Background: an optimization exercise with open tools, aiming at small area, a short achievable clock period and few clock cycles per item. Do not read the settings as production practice.
In this exercise RTL edits were held to simulation tests only and were not proved equivalent to the original.

==> run a: inputs <==
==> flow/design.v (excerpt) <==
module greedy_iou_track_association #(
    parameter int MAX_TRACKS = 16,
    parameter int COORD_BITS = 12
) (
    input  logic                  aclk,
    input  logic                  aresetn,
    input  logic                  cfg_we,
    input  logic                  cfg_idx,
    input  logic [7:0]            cfg_wdata,
    input  logic                  s_valid,
    output logic                  s_ready,
    input  logic                  s_op,
    input  logic [COORD_BITS-1:0] s_box_x,
    input  logic [COORD_BITS-1:0] s_box_y,
    input  logic [COORD_BITS-1:0] s_box_w,
    input  logic [COORD_BITS-1:0] s_box_h,
    output logic                  m_valid,
    input  logic                  m_ready,
    output logic [15:0]           m_trk_ident,
    output logic                  m_new_track,
    output logic                  m_table_full
);
    localparam int N  = MAX_TRACKS;
    localparam int SW = (N > 1) ? $clog2(N) : 1;
    localparam int CB = COORD_BITS;
    localparam int EB = CB + 1;           
    localparam int AW = 2 * CB;           
    localparam int UW = AW + 1;           
    localparam int SB = 2 * UW + 1;       
    localparam int MB = 8;                
    localparam int FL = 6;                
    localparam int BXW = 2 * CB + 2 * EB + 1;   
    logic [N-1:0]  valid_reg, used_reg, nz_reg;
    logic [CB-1:0] tx_mem [N];
    logic [CB-1:0] ty_mem [N];
    logic [EB-1:0] tex_mem [N];
    logic [EB-1:0] tey_mem [N];
  ...
Settings: LEC_CHECK=0, CAP_MARGIN=20, CORE_MARGIN=2, CORE_UTILIZATION=65, SLEW_MARGIN=20; clock period 16.0 ns.
standard.sh (not shown) runs the stock make flow with config.mk's settings and CLKGATE_MAP_FILE= SYNTH_SCRIPT=/design/flow/synth_recipe.tcl, a recipe that flattens the netlist after the stock synthesis.
==> flow/flow/run.sh <==
#!/bin/bash
# Standard ORFS layout (the standard.sh, unchanged synthesis and steps),
# with repair_timing asked for extra setup margin so that the achieved
# period, not just the 16 ns constraint, is optimised. The SDC is unchanged.
set -euo pipefail
MARGIN=$(cat flow/setup_margin)
bash standard.sh SETUP_SLACK_MARGIN="$MARGIN" finish > orfs_make.log 2>&1
==> flow/flow/setup_margin <==
9
==> run b (differences from run a) <==
--- a/flow/design.v
+++ b/flow/design.v
@@ -50,15 +50,15 @@
     logic [15:0]   ident_mem [N];
     logic [MB-1:0] miss_mem [N];
     logic [15:0]   next_ident_reg;
     logic [7:0]    thr_reg, maxm_reg;
     logic          b_full_reg;
     logic [1:0]    e_cnt_reg;
     logic [CB-1:0] b_x_reg, b_y_reg, b_w_reg, b_h_reg;
-    logic [EB-1:0] b_ex, b_ey;
+    logic [EB-1:0] b_ex, b_ey;            
     logic          b_nz;
     logic          r_busy_reg, r_first_reg;
     logic [CB-1:0] dx_reg, dy_reg;
     logic [EB-1:0] dex_reg, dey_reg;
     logic          dnz_reg;
     logic [AW-1:0] area_reg;
     logic [N-1:0]  mask_reg;
@@ -165,17 +165,14 @@
     logic [CB-1:0] c_x, c_y;
     logic [EB-1:0] c_ex, c_ey;
     logic          c_nz;
     logic [CB-1:0] f_x, f_y;
     logic [EB-1:0] f_ex, f_ey;
     logic          f_nz;
     always_comb begin
-        b_ex = EB'(b_x_reg) + EB'(b_w_reg);
-        b_ey = EB'(b_y_reg) + EB'(b_h_reg);
-        b_nz = (b_w_reg != '0) && (b_h_reg != '0);
         {f_nz, f_ey, f_ex, f_y, f_x} = f_box_reg;
         ovl_f = f_nz &&
                 (b_ex[EB-1:FL] >= (EB-FL)'(f_x[CB-1:FL])) &&
                 (f_ex[EB-1:FL] >= (EB-FL)'(b_x_reg[CB-1:FL])) &&
                 (b_ey[EB-1:FL] >= (EB-FL)'(f_y[CB-1:FL])) &&
                 (f_ey[EB-1:FL] >= (EB-FL)'(b_y_reg[CB-1:FL]));
         {c_nz, c_ey, c_ex, c_y, c_x} = m_box_reg;
@@ -345,14 +342,17 @@
     end
     always_ff @(posedge aclk) begin
         if (s_ready) begin
             b_x_reg  <= s_box_x;
             b_y_reg  <= s_box_y;
             b_w_reg  <= s_box_w;
             b_h_reg  <= s_box_h;
+            b_ex     <= EB'(s_box_x) + EB'(s_box_w);
+            b_ey     <= EB'(s_box_y) + EB'(s_box_h);
+            b_nz     <= (s_box_w != '0) && (s_box_h != '0);
         end
         if (start_eof_e) drop_prev_reg <= drop;
         if (start_det) begin
             pc_fix_reg  <= start_eof_e;
             pc_ovl_reg  <= ovl_c && b_nz;
             dx_reg      <= b_x_reg;
             dy_reg      <= b_y_reg;
CTS_CLUSTER_DIAMETER = 100   (was default)
CTS_CLUSTER_SIZE = 20   (was default)
==> notes.md <==
In run a the setup slack is lower than in run b, by 0.26 ns.
In run a the synthesized cell count is lower than in run b, by about 0.9%.
Between run b and run a, the lower first-iteration DRC count is in run a (gap about 10%, measured against run a).
Global-route usage: run a is lower than run b (0.58 points).
Between run b and run a, the lower clock skew is in run a (gap 0.036 ns).
Run b completed without violations. Run a finished with timing, DRC and antenna clean.
Testbench counts of run a, summed over its fixed seeds: cycles 7,297, items 4,500.
Testbench counts of run b, summed over its fixed seeds: cycles 7,297, items 4,500.

========
==> job 1015 <==
Another version of the RTL of greedy_iou_track_association (not shown whole).
clock: 16.0 ns
lec_check: 0
cap_margin: 20
core_margin: 2
core_utilization: 65
slew_margin: 20
Scripts as last shown in full above: flow/flow/run.sh, flow/flow/setup_margin
==> job 9714 (differences from job 1015) <==
--- a/flow/design.v
+++ b/flow/design.v
@@ -50,16 +50,14 @@
     logic [15:0]   ident_mem [N];
     logic [MB-1:0] miss_mem [N];
     logic [15:0]   next_ident_reg;
     logic [7:0]    thr_reg, maxm_reg;
     logic          b_full_reg;
     logic [1:0]    e_cnt_reg;
     logic [CB-1:0] b_x_reg, b_y_reg, b_w_reg, b_h_reg;
-    logic [EB-1:0] b_ex, b_ey;            
-    logic          b_nz;
     logic          r_busy_reg, r_first_reg;
     logic [CB-1:0] dx_reg, dy_reg;
     logic [EB-1:0] dex_reg, dey_reg;
     logic          dnz_reg;
     logic [AW-1:0] area_reg;
     logic [N-1:0]  mask_reg;
     logic [SW-1:0] pidx_reg;              
@@ -80,114 +78,93 @@
     logic [AW-1:0] best_inter_reg;
     logic [UW-1:0] best_union_reg;
     logic          xc_busy_reg, x_last_reg;
     logic [2:0]    xc_step_reg;
     logic signed [SB-1:0] xs_reg;
     localparam int XPW = UW + 8;          
     logic [XPW-1:0] xp1_reg, xp2_reg;
-    logic          xp_v_reg;              
     logic signed [8:0] nthr_reg;          
     logic [AW-1:0] xi_reg;                
     logic [UW-1:0] xu_reg;
     logic [SW-1:0] xidx_reg;
     logic          f_v_reg;
     logic [BXW-1:0] f_box_reg;
-    logic          c_pend_reg;            
-    logic [N-1:0]  drop_prev_reg;         
-    logic          pc_fix_reg;            
-    logic          pc_ovl_reg;            
     logic          q1_v_reg, q2_v_reg;
     logic [17:0]   q1_reg, q2_reg;
     logic stall, q_block, t_go, xc_done, r_emit, r_last_emit;
     logic start_det, start_eof, drained, accept;
     logic [N-1:0] pick, mask_rest;
     assign q_block = (m_valid && q1_v_reg && (q2_v_reg || f_v_reg)) ||
                      (q2_v_reg && f_v_reg && (m_valid || q1_v_reg));
     assign stall   = xc_busy_reg || q_block;
     always_comb begin
         pick = '0;
         pick[pidx_reg] = 1'b1;
         mask_rest = mask_reg & ~pick;
     end
-    logic [N-1:0] mask_left;
     assign r_emit      = r_busy_reg && !stall;
-    assign mask_left   = (r_emit ? mask_rest : mask_reg) | (pc_add ? pc_bit : '0);
-    assign r_last_emit = r_emit && single_reg && !pc_add;
-    logic start_eof_e, pc_add;
-    logic [N-1:0] pc_bit;
-    assign drained     = !r_busy_reg && !rv_reg && !mv_reg && !xc_busy_reg;
-    assign start_eof_e = (e_cnt_reg != 2'd0) && !c_pend_reg && !r_busy_reg && !rv_reg &&
-                         t_go && m_last_reg;
-    assign start_eof   = ((e_cnt_reg != 2'd0) && !c_pend_reg && drained) || start_eof_e;
+    assign r_last_emit = r_emit && single_reg;
+    assign drained   = !r_busy_reg && !rv_reg && !mv_reg && !xc_busy_reg;
+    assign start_eof = (e_cnt_reg != 2'd0) && drained;
     assign start_det = b_full_reg && !stall &&
                        (((e_cnt_reg == 2'd0) && (!r_busy_reg || r_last_emit)) ||
                         ((e_cnt_reg == 2'd1) && start_eof));
     assign s_ready = (!b_full_reg || start_det) && ((e_cnt_reg != 2'd2) || start_eof);
     assign accept  = s_valid && s_ready;
     logic          have_free;
     logic [SW-1:0] free_slot;
-    logic [N-1:0]  valid_pre;             
     always_comb begin
-        valid_pre = valid_reg | (c_pend_reg ? drop_prev_reg : '0);
         have_free = 1'b0;
         free_slot = '0;
         for (int i = N - 1; i >= 0; i--) begin
-            if (!valid_pre[i]) begin
+            if (!valid_reg[i]) begin
                 have_free = 1'b1;
                 free_slot = SW'(i);
             end
         end
     end
     logic [SW-1:0] wr_slot;
     logic          wr_en, wr_new;
     logic [N-1:0]  wr_oh;
     always_comb begin
         wr_new  = f_v_reg && !best_found_reg && have_free;
         wr_en   = f_v_reg && (best_found_reg || have_free);
         wr_slot = best_found_reg ? best_slot_reg : free_slot;
         wr_oh   = '0;
         wr_oh[wr_slot] = wr_en;
-        pc_bit  = '0;
-        pc_bit[wr_slot] = 1'b1;
-        pc_add  = c_pend_reg && pc_fix_reg && pc_ovl_reg && wr_en && !mask_reg[wr_slot];
     end
     logic [N-1:0]  used_post, age_hit, drop;
     always_comb begin
-        used_post = used_reg | (c_pend_reg ? '0 : wr_oh);
+        used_post = used_reg | wr_oh;
         for (int i = 0; i < N; i++) begin
             age_hit[i] = start_eof && valid_reg[i] && !used_post[i];
             drop[i]    = age_hit[i] && (miss_mem[i] >= maxm_reg);
         end
     end
     logic [N-1:0]  mask_next, s_cand;
-    logic          ovl_f, ovl_c;
-    logic [CB-1:0] c_x, c_y;
-    logic [EB-1:0] c_ex, c_ey;
-    logic          c_nz;
+    logic [EB-1:0] b_ex, b_ey;
+    logic          b_nz, ovl_f;
     logic [CB-1:0] f_x, f_y;
     logic [EB-1:0] f_ex, f_ey;
     logic          f_nz;
     always_comb begin
+        b_ex = EB'(b_x_reg) + EB'(b_w_reg);
+        b_ey = EB'(b_y_reg) + EB'(b_h_reg);
+        b_nz = (b_w_reg != '0) && (b_h_reg != '0);
         {f_nz, f_ey, f_ex, f_y, f_x} = f_box_reg;
         ovl_f = f_nz &&
                 (b_ex[EB-1:FL] >= (EB-FL)'(f_x[CB-1:FL])) &&
                 (f_ex[EB-1:FL] >= (EB-FL)'(b_x_reg[CB-1:FL])) &&
                 (b_ey[EB-1:FL] >= (EB-FL)'(f_y[CB-1:FL])) &&
                 (f_ey[EB-1:FL] >= (EB-FL)'(b_y_reg[CB-1:FL]));
-        {c_nz, c_ey, c_ex, c_y, c_x} = m_box_reg;
-        ovl_c = c_nz &&
-                (b_ex[EB-1:FL] >= (EB-FL)'(c_x[CB-1:FL])) &&
-                (c_ex[EB-1:FL] >= (EB-FL)'(b_x_reg[CB-1:FL])) &&
-                (b_ey[EB-1:FL] >= (EB-FL)'(c_y[CB-1:FL])) &&
-                (c_ey[EB-1:FL] >= (EB-FL)'(b_y_reg[CB-1:FL]));
         for (int i = 0; i < N; i++) begin
             s_cand[i] = start_eof ? (wr_oh[i] || (valid_reg[i] && !drop[i]))
-                                  : ((valid_reg[i] || wr_oh[i]) && !used_post[i]);
+                                  : (valid_reg[i] && !used_post[i]);
             mask_next[i] = s_cand[i] && b_nz &&
-                (wr_oh[i] ? ovl_f :
+                ((start_eof && wr_oh[i]) ? ovl_f :
                  (nz_reg[i] &&
                   (b_ex[EB-1:FL] >= (EB-FL)'(tx_mem[i][CB-1:FL])) &&
                   (tex_mem[i][EB-1:FL] >= (EB-FL)'(b_x_reg[CB-1:FL])) &&
                   (b_ey[EB-1:FL] >= (EB-FL)'(ty_mem[i][CB-1:FL])) &&
                   (tey_mem[i][EB-1:FL] >= (EB-FL)'(b_y_reg[CB-1:FL]))));
         end
     end
@@ -197,25 +174,19 @@
     endfunction
     function automatic logic one_or_none(input logic [N-1:0] m);
         one_or_none = ((m & (m - 1'b1)) == '0);
     endfunction
     logic [CB-1:0] rx, ry;
     logic [EB-1:0] rex, rey, sx, sy, ex, ey;
     logic signed [EB:0] nx, ny;
-    logic r_fwd;
     always_comb begin
-        r_fwd = c_pend_reg && wr_en && (wr_slot == pidx_reg);
-        if (r_fwd) begin
-            {rey, rex, ry, rx} = f_box_reg[BXW-2:0];
-        end else begin
-            rx  = tx_mem[pidx_reg];
-            ry  = ty_mem[pidx_reg];
-            rex = tex_mem[pidx_reg];
-            rey = tey_mem[pidx_reg];
-        end
+        rx  = tx_mem[pidx_reg];
+        ry  = ty_mem[pidx_reg];
+        rex = tex_mem[pidx_reg];
+        rey = tey_mem[pidx_reg];
         sx = (EB'(dx_reg) > EB'(rx)) ? EB'(dx_reg) : EB'(rx);
         sy = (EB'(dy_reg) > EB'(ry)) ? EB'(dy_reg) : EB'(ry);
         ex = (dex_reg < rex) ? dex_reg : rex;
         ey = (dey_reg < rey) ? dey_reg : rey;
         nx = signed'({1'b0, sx}) - signed'({1'b0, ex});
         ny = signed'({1'b0, sy}) - signed'({1'b0, ey});
     end
@@ -228,52 +199,45 @@
                       nox_reg * signed'({1'b0, oy_reg}));
     end
     logic signed [UW+9:0] th_y;
     always_comb begin
         th_y = signed'({2'b00, inter_reg - 1'b1, 8'hFF}) + signed'({1'b0, uni_reg}) * nthr_reg;
     end
     logic [7:0] xc_ci, xc_bi;
-    logic signed [SB-1:0] xs_fin;
     always_comb begin
-        xs_fin = (xs_reg <<< 8) + signed'(SB'(xp1_reg)) - signed'(SB'(xp2_reg));
         unique case (xc_step_reg[1:0])
             2'd0:    begin xc_ci = xi_reg[23:16]; xc_bi = best_inter_reg[23:16]; end
             2'd1:    begin xc_ci = xi_reg[15:8];  xc_bi = best_inter_reg[15:8];  end
             default: begin xc_ci = xi_reg[7:0];   xc_bi = best_inter_reg[7:0];   end
         endcase
     end
     logic cand_ok, eff_found, qualify, sure_better, sure_worse, need_xc, take_cur;
     always_comb begin
         t_go        = mv_reg && !stall;
-        xc_done     = xc_busy_reg && (xc_step_reg == 3'd3) && !q_block;
-        cand_ok     = m_cand_reg && !used_reg[m_idx_reg] &&
-                      !(wr_en && !c_pend_reg && (wr_slot == m_idx_reg));
+        xc_done     = xc_busy_reg && (xc_step_reg == 3'd4) && !q_block;
+        cand_ok     = m_cand_reg && !used_reg[m_idx_reg] && !(wr_en && (wr_slot == m_idx_reg));
         eff_found   = best_found_reg && !m_first_reg;
         qualify     = !th_y[UW+9];
         sure_better = (inter_reg >= best_inter_reg) && (uni_reg <= best_union_reg) &&
                       ((inter_reg != best_inter_reg) || (uni_reg != best_union_reg));
         sure_worse  = (inter_reg <= best_inter_reg) && (uni_reg >= best_union_reg);
         need_xc     = t_go && cand_ok && qualify && eff_found && !sure_better && !sure_worse;
-        take_cur    = t_go && cand_ok && qualify &&
-                      (!eff_found || sure_better ||
-                       ((inter_reg == best_inter_reg) && (uni_reg == best_union_reg) &&
-                        (m_idx_reg < best_slot_reg)));
+        take_cur    = t_go && cand_ok && qualify && (!eff_found || sure_better);
     end
     logic pop;
     assign pop = m_valid && m_ready;
     always_ff @(posedge aclk) begin
         if (!aresetn) begin
             valid_reg      <= '0;
             used_reg       <= '0;
             next_ident_reg <= '0;
             thr_reg        <= gita_pkg::IOU_THRESHOLD_RST;
             nthr_reg       <= -signed'({1'b0, gita_pkg::IOU_THRESHOLD_RST});
             maxm_reg       <= gita_pkg::MAX_MISSED_RST;
             b_full_reg     <= 1'b0;
-            c_pend_reg     <= 1'b0;
             e_cnt_reg      <= 2'd0;
             r_busy_reg     <= 1'b0;
             rv_reg         <= 1'b0;
             mv_reg         <= 1'b0;
             xc_busy_reg    <= 1'b0;
             f_v_reg        <= 1'b0;
             m_valid        <= 1'b0;
@@ -294,16 +258,14 @@
             else if (start_det)                        b_full_reg <= 1'b0;
             e_cnt_reg <= e_cnt_reg - 2'(start_eof) + 2'(accept && (s_op == gita_pkg::OP_EOF));
             for (int i = 0; i < N; i++) begin
                 if (wr_oh[i]) valid_reg[i] <= 1'b1;
                 else if (drop[i]) valid_reg[i] <= 1'b0;
             end
             used_reg <= start_eof ? '0 : used_post;
-            if (start_eof_e) c_pend_reg <= 1'b1;
-            else if (f_v_reg) c_pend_reg <= 1'b0;
             if (wr_new) next_ident_reg <= next_ident_reg + 1'b1;
             if (start_det)        r_busy_reg <= 1'b1;
             else if (r_last_emit) r_busy_reg <= 1'b0;
             if (!stall) begin
                 rv_reg <= r_busy_reg;
                 mv_reg <= rv_reg;
             end
@@ -324,47 +286,41 @@
     logic [17:0] res;
     always_comb begin
         if (best_found_reg)  res = {ident_mem[best_slot_reg], 2'b00};
         else if (have_free)  res = {next_ident_reg, 2'b10};
         else                 res = {16'd0, 2'b01};
     end
     always_ff @(posedge aclk) begin
-        if (s_ready) begin
+        if (accept) begin
             b_x_reg  <= s_box_x;
             b_y_reg  <= s_box_y;
             b_w_reg  <= s_box_w;
             b_h_reg  <= s_box_h;
-            b_ex     <= EB'(s_box_x) + EB'(s_box_w);
-            b_ey     <= EB'(s_box_y) + EB'(s_box_h);
-            b_nz     <= (s_box_w != '0) && (s_box_h != '0);
         end
-        if (start_eof_e) drop_prev_reg <= drop;
         if (start_det) begin
-            pc_fix_reg  <= start_eof_e;
-            pc_ovl_reg  <= ovl_c;
             dx_reg      <= b_x_reg;
             dy_reg      <= b_y_reg;
             dex_reg     <= b_ex;
             dey_reg     <= b_ey;
             dnz_reg     <= b_nz;
             area_reg    <= AW'(b_w_reg) * AW'(b_h_reg);
             mask_reg    <= mask_next;
             pidx_reg    <= lowest(mask_next);
             single_reg  <= one_or_none(mask_next);
             r_first_reg <= 1'b1;
-        end else if (r_emit || pc_add) begin
-            mask_reg    <= mask_left;
-            pidx_reg    <= lowest(mask_left);
-            single_reg  <= one_or_none(mask_left);
-            if (r_emit) r_first_reg <= 1'b0;
+        end else if (r_emit) begin
+            mask_reg    <= mask_rest;
+            pidx_reg    <= lowest(mask_rest);
+            single_reg  <= one_or_none(mask_rest);
+            r_first_reg <= 1'b0;
         end
         if (!stall) begin
             r_cand_reg    <= (mask_reg != '0) && nx[EB] && ny[EB];
             r_first_o_reg <= r_first_reg;
-            r_last_reg    <= single_reg && !pc_add;
+            r_last_reg    <= single_reg;
             r_idx_reg     <= pidx_reg;
             ox_reg        <= CB'(ex - sx);
             oy_reg        <= CB'(ey - sy);
             nox_reg       <= nx;
             tw_reg        <= CB'(rex - EB'(rx));
             th_reg        <= CB'(rey - EB'(ry));
             r_area_reg    <= area_reg;
@@ -379,32 +335,31 @@
         end
         if (t_go && m_last_reg) f_box_reg <= m_box_reg;
         if (!xc_busy_reg) begin
             xi_reg      <= inter_reg;
             xu_reg      <= uni_reg;
             xidx_reg    <= m_idx_reg;
             x_last_reg  <= m_last_reg;
-            xc_step_reg <= ((inter_reg[23:16] == '0) && (best_inter_reg[23:16] == '0)) ? 3'd1 : 3'd0;
+            xc_step_reg <= '0;
             xs_reg      <= '0;
-            xp_v_reg    <= 1'b0;
-        end else if (xc_step_reg != 3'd3) begin
+        end else if (xc_step_reg != 3'd4) begin
             xc_step_reg <= xc_step_reg + 1'b1;
             xp1_reg     <= XPW'(best_union_reg) * XPW'(xc_ci);
             xp2_reg     <= XPW'(xu_reg) * XPW'(xc_bi);
-            xp_v_reg    <= 1'b1;
-            if (xp_v_reg) xs_reg <= xs_fin;
+            if (xc_step_reg != 3'd0)
+                xs_reg <= (xs_reg <<< 8) + signed'(SB'(xp1_reg)) - signed'(SB'(xp2_reg));
         end
         if (take_cur) begin
             best_found_reg <= 1'b1;
             best_slot_reg  <= m_idx_reg;
             best_inter_reg <= inter_reg;
             best_union_reg <= uni_reg;
         end else if (t_go && m_first_reg) begin
             best_found_reg <= 1'b0;
-        end else if (xc_done && ((xs_fin > 0) || ((xs_fin == 0) && (xidx_reg < best_slot_reg)))) begin
+        end else if (xc_done && (xs_reg > 0)) begin
             best_slot_reg  <= xidx_reg;
             best_inter_reg <= xi_reg;
             best_union_reg <= xu_reg;
         end
         for (int i = 0; i < N; i++) begin
             if (wr_oh[i]) begin
                 {nz_reg[i], tey_mem[i], tex_mem[i], ty_mem[i], tx_mem[i]} <= f_box_reg;
==> flow/config.mk (replaced) <==
export PLATFORM = sky130hd
export DESIGN_NAME = greedy_iou_track_association
export DESIGN_NICKNAME = greedy_iou_track_association
export VERILOG_FILES = /design/flow/design.v
export SDC_FILE = /design/flow/constraint.sdc
export NUM_CORES = 4
export LEC_CHECK = 0
export CAP_MARGIN = 20
export CORE_MARGIN = 2
export CORE_UTILIZATION = 60
export SLEW_MARGIN = 20
==> job 8284 (differences from job 1015) <==
--- a/flow/design.v
+++ b/flow/design.v
@@ -63,15 +63,14 @@
     logic [AW-1:0] area_reg;
     logic [N-1:0]  mask_reg;
     logic [SW-1:0] pidx_reg;              
     logic          single_reg;            
     logic          rv_reg, r_cand_reg, r_first_o_reg, r_last_reg, r_live_reg;
     logic [SW-1:0] r_idx_reg;
     logic [CB-1:0] ox_reg, oy_reg, tw_reg, th_reg;
-    logic signed [EB:0] nox_reg;          
     logic [AW-1:0] r_area_reg;
     logic [BXW-1:0] r_box_reg;
     logic          mv_reg, m_cand_reg, m_first_reg, m_last_reg;
     logic [SW-1:0] m_idx_reg;
     logic [AW-1:0] inter_reg;
     logic [UW-1:0] uni_reg;
     logic [BXW-1:0] m_box_reg;
@@ -94,38 +93,41 @@
     logic          c_pend_reg;            
     logic [N-1:0]  drop_prev_reg;         
     logic          pc_fix_reg;            
     logic          pc_ovl_reg;            
     logic          q1_v_reg, q2_v_reg;
     logic [17:0]   q1_reg, q2_reg;
     logic stall, q_block, t_go, xc_done, r_emit, r_last_emit;
+    logic stall_reg;                      
+    logic m_valid_n, q1_v_n, q2_v_n, xc_busy_n, pop;
     logic start_det, start_eof, drained, accept;
     logic [N-1:0] pick, mask_rest;
-    assign q_block = (m_valid && q1_v_reg && (q2_v_reg || f_v_reg)) ||
-                     (q2_v_reg && f_v_reg && (m_valid || q1_v_reg));
-    assign stall   = xc_busy_reg || q_block;
+    assign q_block = (m_valid && q1_v_reg) || q2_v_reg;
+    assign stall   = stall_reg;              
     always_comb begin
         pick = '0;
         pick[pidx_reg] = 1'b1;
         mask_rest = mask_reg & ~pick;
     end
     logic [N-1:0] mask_left;
     assign r_emit      = r_busy_reg && !stall;
     assign mask_left   = (r_emit ? mask_rest : mask_reg) | (pc_add ? pc_bit : '0);
-    assign r_last_emit = r_emit && single_reg && !pc_add;
+    logic pc_maybe;
+    assign pc_maybe    = c_pend_reg && pc_fix_reg && pc_ovl_reg;
+    assign r_last_emit = r_emit && single_reg && !pc_maybe;
     logic start_eof_e, pc_add;
     logic [N-1:0] pc_bit;
     assign drained     = !r_busy_reg && !rv_reg && !mv_reg && !xc_busy_reg;
     assign start_eof_e = (e_cnt_reg != 2'd0) && !c_pend_reg && !r_busy_reg && !rv_reg &&
                          t_go && m_last_reg;
     assign start_eof   = ((e_cnt_reg != 2'd0) && !c_pend_reg && drained) || start_eof_e;
     assign start_det = b_full_reg && !stall &&
                        (((e_cnt_reg == 2'd0) && (!r_busy_reg || r_last_emit)) ||
                         ((e_cnt_reg == 2'd1) && start_eof));
-    assign s_ready = (!b_full_reg || start_det) && ((e_cnt_reg != 2'd2) || start_eof);
+    assign s_ready = (!b_full_reg || start_det) && (e_cnt_reg != 2'd2);
     assign accept  = s_valid && s_ready;
     logic          have_free;
     logic [SW-1:0] free_slot;
     logic [N-1:0]  valid_pre;             
     always_comb begin
         valid_pre = valid_reg | (c_pend_reg ? drop_prev_reg : '0);
         have_free = 1'b0;
@@ -195,41 +197,43 @@
         lowest = '0;
         for (int i = N - 1; i >= 0; i--) if (m[i]) lowest = SW'(i);
     endfunction
     function automatic logic one_or_none(input logic [N-1:0] m);
         one_or_none = ((m & (m - 1'b1)) == '0);
     endfunction
     logic [CB-1:0] rx, ry;
-    logic [EB-1:0] rex, rey, sx, sy, ex, ey;
-    logic signed [EB:0] nx, ny;
+    logic [EB-1:0] rex, rey;
+    logic [CB-1:0] r_ox, r_oy;
+    logic          r_live;
     logic r_fwd;
     always_comb begin
         r_fwd = c_pend_reg && wr_en && (wr_slot == pidx_reg);
         if (r_fwd) begin
             {rey, rex, ry, rx} = f_box_reg[BXW-2:0];
         end else begin
             rx  = tx_mem[pidx_reg];
             ry  = ty_mem[pidx_reg];
             rex = tex_mem[pidx_reg];
             rey = tey_mem[pidx_reg];
         end
-        sx = (EB'(dx_reg) > EB'(rx)) ? EB'(dx_reg) : EB'(rx);
-        sy = (EB'(dy_reg) > EB'(ry)) ? EB'(dy_reg) : EB'(ry);
-        ex = (dex_reg < rex) ? dex_reg : rex;
-        ey = (dey_reg < rey) ? dey_reg : rey;
-        nx = signed'({1'b0, sx}) - signed'({1'b0, ex});
-        ny = signed'({1'b0, sy}) - signed'({1'b0, ey});
+        r_ox = (dex_reg < rex) ? ((EB'(dx_reg) > EB'(rx)) ? CB'(dex_reg - EB'(dx_reg)) : CB'(dex_reg - EB'(rx)))
+                               : ((EB'(dx_reg) > EB'(rx)) ? CB'(rex - EB'(dx_reg))     : CB'(rex - EB'(rx)));
+        r_oy = (dey_reg < rey) ? ((EB'(dy_reg) > EB'(ry)) ? CB'(dey_reg - EB'(dy_reg)) : CB'(dey_reg - EB'(ry)))
+                               : ((EB'(dy_reg) > EB'(ry)) ? CB'(rey - EB'(dy_reg))     : CB'(rey - EB'(ry)));
+        r_live = dnz_reg && (dex_reg > EB'(rx)) && (rex > EB'(dx_reg)) &&
+                 (dey_reg > EB'(ry)) && (rey > EB'(dy_reg));
     end
     logic [AW-1:0] inter_p;
     logic [UW-1:0] uni_p;
     always_comb begin
         inter_p = AW'(ox_reg) * AW'(oy_reg);
         uni_p   = UW'(signed'({1'b0, r_area_reg}) +
                       signed'({1'b0, tw_reg}) * signed'({1'b0, th_reg}) +
-                      nox_reg * signed'({1'b0, oy_reg}));
+                      signed'(~{1'b0, ox_reg}) * signed'({1'b0, oy_reg}) +
+                      signed'({1'b0, oy_reg}));
     end
     logic signed [UW+9:0] th_y;
     always_comb begin
         th_y = signed'({2'b00, inter_reg - 1'b1, 8'hFF}) + signed'({1'b0, uni_reg}) * nthr_reg;
     end
     logic [7:0] xc_ci, xc_bi;
     logic signed [SB-1:0] xs_fin;
@@ -254,16 +258,30 @@
         sure_worse  = (inter_reg <= best_inter_reg) && (uni_reg >= best_union_reg);
         need_xc     = t_go && cand_ok && qualify && eff_found && !sure_better && !sure_worse;
         take_cur    = t_go && cand_ok && qualify &&
                       (!eff_found || sure_better ||
                        ((inter_reg == best_inter_reg) && (uni_reg == best_union_reg) &&
                         (m_idx_reg < best_slot_reg)));
     end
-    logic pop;
     assign pop = m_valid && m_ready;
+    always_comb begin
+        m_valid_n = m_valid;
+        q1_v_n    = q1_v_reg;
+        q2_v_n    = q2_v_reg;
+        if (pop) begin
+            m_valid_n = q1_v_reg || f_v_reg;
+            q1_v_n    = q2_v_reg || (f_v_reg && q1_v_reg);
+            q2_v_n    = f_v_reg && q2_v_reg;
+        end else if (f_v_reg) begin
+            if (!m_valid)       m_valid_n = 1'b1;
+            else if (!q1_v_reg) q1_v_n    = 1'b1;
+            else                q2_v_n    = 1'b1;
+        end
+        xc_busy_n = need_xc || (xc_busy_reg && !xc_done);
+    end
     always_ff @(posedge aclk) begin
         if (!aresetn) begin
             valid_reg      <= '0;
             used_reg       <= '0;
             next_ident_reg <= '0;
             thr_reg        <= gita_pkg::IOU_THRESHOLD_RST;
             nthr_reg       <= -signed'({1'b0, gita_pkg::IOU_THRESHOLD_RST});
@@ -271,14 +289,15 @@
             b_full_reg     <= 1'b0;
             c_pend_reg     <= 1'b0;
             e_cnt_reg      <= 2'd0;
             r_busy_reg     <= 1'b0;
             rv_reg         <= 1'b0;
             mv_reg         <= 1'b0;
             xc_busy_reg    <= 1'b0;
+            stall_reg      <= 1'b0;
             f_v_reg        <= 1'b0;
             m_valid        <= 1'b0;
             q1_v_reg       <= 1'b0;
             q2_v_reg       <= 1'b0;
         end else begin
             if (cfg_we) begin
                 unique case (cfg_idx)
@@ -303,26 +322,20 @@
             if (wr_new) next_ident_reg <= next_ident_reg + 1'b1;
             if (start_det)        r_busy_reg <= 1'b1;
             else if (r_last_emit) r_busy_reg <= 1'b0;
             if (!stall) begin
                 rv_reg <= r_busy_reg;
                 mv_reg <= rv_reg;
             end
-            if (need_xc)      xc_busy_reg <= 1'b1;
-            else if (xc_done) xc_busy_reg <= 1'b0;
+            xc_busy_reg <= xc_busy_n;
+            stall_reg   <= xc_busy_n || (m_valid_n && q1_v_n) || q2_v_n;
             f_v_reg <= (t_go && m_last_reg && !need_xc) || (xc_done && x_last_reg);
-            if (pop) begin
-                m_valid  <= q1_v_reg || (f_v_reg && !q1_v_reg);
-                q1_v_reg <= q2_v_reg || (f_v_reg && q1_v_reg && !q2_v_reg);
-                q2_v_reg <= f_v_reg && q2_v_reg;
-            end else if (f_v_reg) begin
-                if (!m_valid)       m_valid  <= 1'b1;
-                else if (!q1_v_reg) q1_v_reg <= 1'b1;
-                else                q2_v_reg <= 1'b1;
-            end
+            m_valid  <= m_valid_n;
+            q1_v_reg <= q1_v_n;
+            q2_v_reg <= q2_v_n;
         end
     end
     logic [17:0] res;
     always_comb begin
         if (best_found_reg)  res = {ident_mem[best_slot_reg], 2'b00};
         else if (have_free)  res = {next_ident_reg, 2'b10};
         else                 res = {16'd0, 2'b01};
@@ -336,15 +349,15 @@
             b_ex     <= EB'(s_box_x) + EB'(s_box_w);
             b_ey     <= EB'(s_box_y) + EB'(s_box_h);
             b_nz     <= (s_box_w != '0) && (s_box_h != '0);
         end
         if (start_eof_e) drop_prev_reg <= drop;
         if (start_det) begin
             pc_fix_reg  <= start_eof_e;
-            pc_ovl_reg  <= ovl_c;
+            pc_ovl_reg  <= ovl_c && b_nz;
             dx_reg      <= b_x_reg;
             dy_reg      <= b_y_reg;
             dex_reg     <= b_ex;
             dey_reg     <= b_ey;
             dnz_reg     <= b_nz;
             area_reg    <= AW'(b_w_reg) * AW'(b_h_reg);
             mask_reg    <= mask_next;
@@ -354,21 +367,20 @@
         end else if (r_emit || pc_add) begin
             mask_reg    <= mask_left;
             pidx_reg    <= lowest(mask_left);
             single_reg  <= one_or_none(mask_left);
             if (r_emit) r_first_reg <= 1'b0;
         end
         if (!stall) begin
-            r_cand_reg    <= (mask_reg != '0) && nx[EB] && ny[EB];
+            r_cand_reg    <= (mask_reg != '0) && r_live;
             r_first_o_reg <= r_first_reg;
-            r_last_reg    <= single_reg && !pc_add;
+            r_last_reg    <= single_reg && !pc_maybe;
             r_idx_reg     <= pidx_reg;
-            ox_reg        <= CB'(ex - sx);
-            oy_reg        <= CB'(ey - sy);
-            nox_reg       <= nx;
+            ox_reg        <= r_ox;
+            oy_reg        <= r_oy;
             tw_reg        <= CB'(rex - EB'(rx));
             th_reg        <= CB'(rey - EB'(ry));
             r_area_reg    <= area_reg;
             r_box_reg     <= {dnz_reg, dey_reg, dex_reg, dy_reg, dx_reg};
             m_cand_reg  <= r_cand_reg;
             m_first_reg <= r_first_o_reg;
             m_last_reg  <= r_last_reg;
==> notes.md <==
Signed area change from the synthesized netlist to the final layout: job 1015 13.2%; job 8284 11.7%; job 9714 11.6%
Non-clock buffers: job 1015 596; job 8284 540; job 9714 486
Outcome: job 1015 no timing/DRC/antenna violations; job 8284 no timing/DRC/antenna violations; job 9714 no timing/DRC/antenna violations
Final Core Density: job 1015 0.739; job 8284 0.728; job 9714 0.674
Fraction of synthesized cell area in xor and xnor cells: job 1015 0.0240; job 8284 0.0231; job 9714 0.0237
Hold Slack: job 1015 0.410 ns; job 8284 0.413 ns; job 9714 0.376 ns
Worst Path Required: job 1015 12.80 ns; job 8284 16.53 ns; job 9714 16.70 ns
Multiplexer fraction of the synthesized cell area: job 1015 0.0268; job 8284 0.0275; job 9714 0.0254
Total number of tap cells: job 1015 2821; job 8284 2838; job 9714 2975
CP most frequent cell: job 1015 sky130_fd_sc_hd__buf_6; job 8284 sky130_fd_sc_hd__fa_1; job 9714 sky130_fd_sc_hd__o21a_1
Sequential share of cell area: job 1015 0.377; job 8284 0.376; job 9714 0.385
Post-placement cell area: job 1015 142000 sq um; job 8284 144000 sq um; job 9714 139000 sq um
Max_slew headroom: job 1015 0.171; job 8284 0.178; job 9714 0.0199
Number of violations reported at the end of detailed-routing iteration 0: job 1015 11.2k; job 8284 11.2k; job 9714 10.1k
Post-synthesis instance total: job 1015 11.9k; job 8284 12.3k; job 9714 11.6k
Overall routed net length: job 1015 410 mm; job 8284 431 mm; job 9714 405 mm
Testbench counts of job 1015, summed over its fixed seeds: cycles 7,289, items 4,500.
Testbench counts of job 9714, summed over its fixed seeds: cycles 7,992, items 4,500.
Testbench counts of job 8284, summed over its fixed seeds: cycles 7,297, items 4,500.

re-timing with driven ports:
No port has a modelled driver above. Below, the same layouts with a new extraction and two added sets of constraints. Step 1, drivers: a clkbuf_16 drives aclk and a buf_2 each remaining input, both assumed. Step 2, shift: input delay + t, output delay - t, t = (earliest + latest rising clock arrival at the registers) / 2. This alone moves slack from input paths to output paths. a / b / c = ideal / step 1 / step 2; a / b = the first two.
| run | t, ns | setup WS [ns] | clock arrival spread, ns |
|---|---|---|---|
| run a | 0.959 | 8.733 / 8.733 / 8.733 | 0.107 / 0.107 |
| run b | 0.929 | 8.997 / 8.997 / 8.997 | 0.138 / 0.138 |
| job 1015 | 0.965 | 8.427 / 8.343 / 8.732 | 0.103 / 0.103 |
| job 9714 | 0.963 | 9.048 / 9.036 / 9.048 | 0.119 / 0.119 |
| job 8284 | 0.967 | 8.982 / 8.982 / 8.982 | 0.120 / 0.119 |
After both steps setup and hold are still met in every run listed.
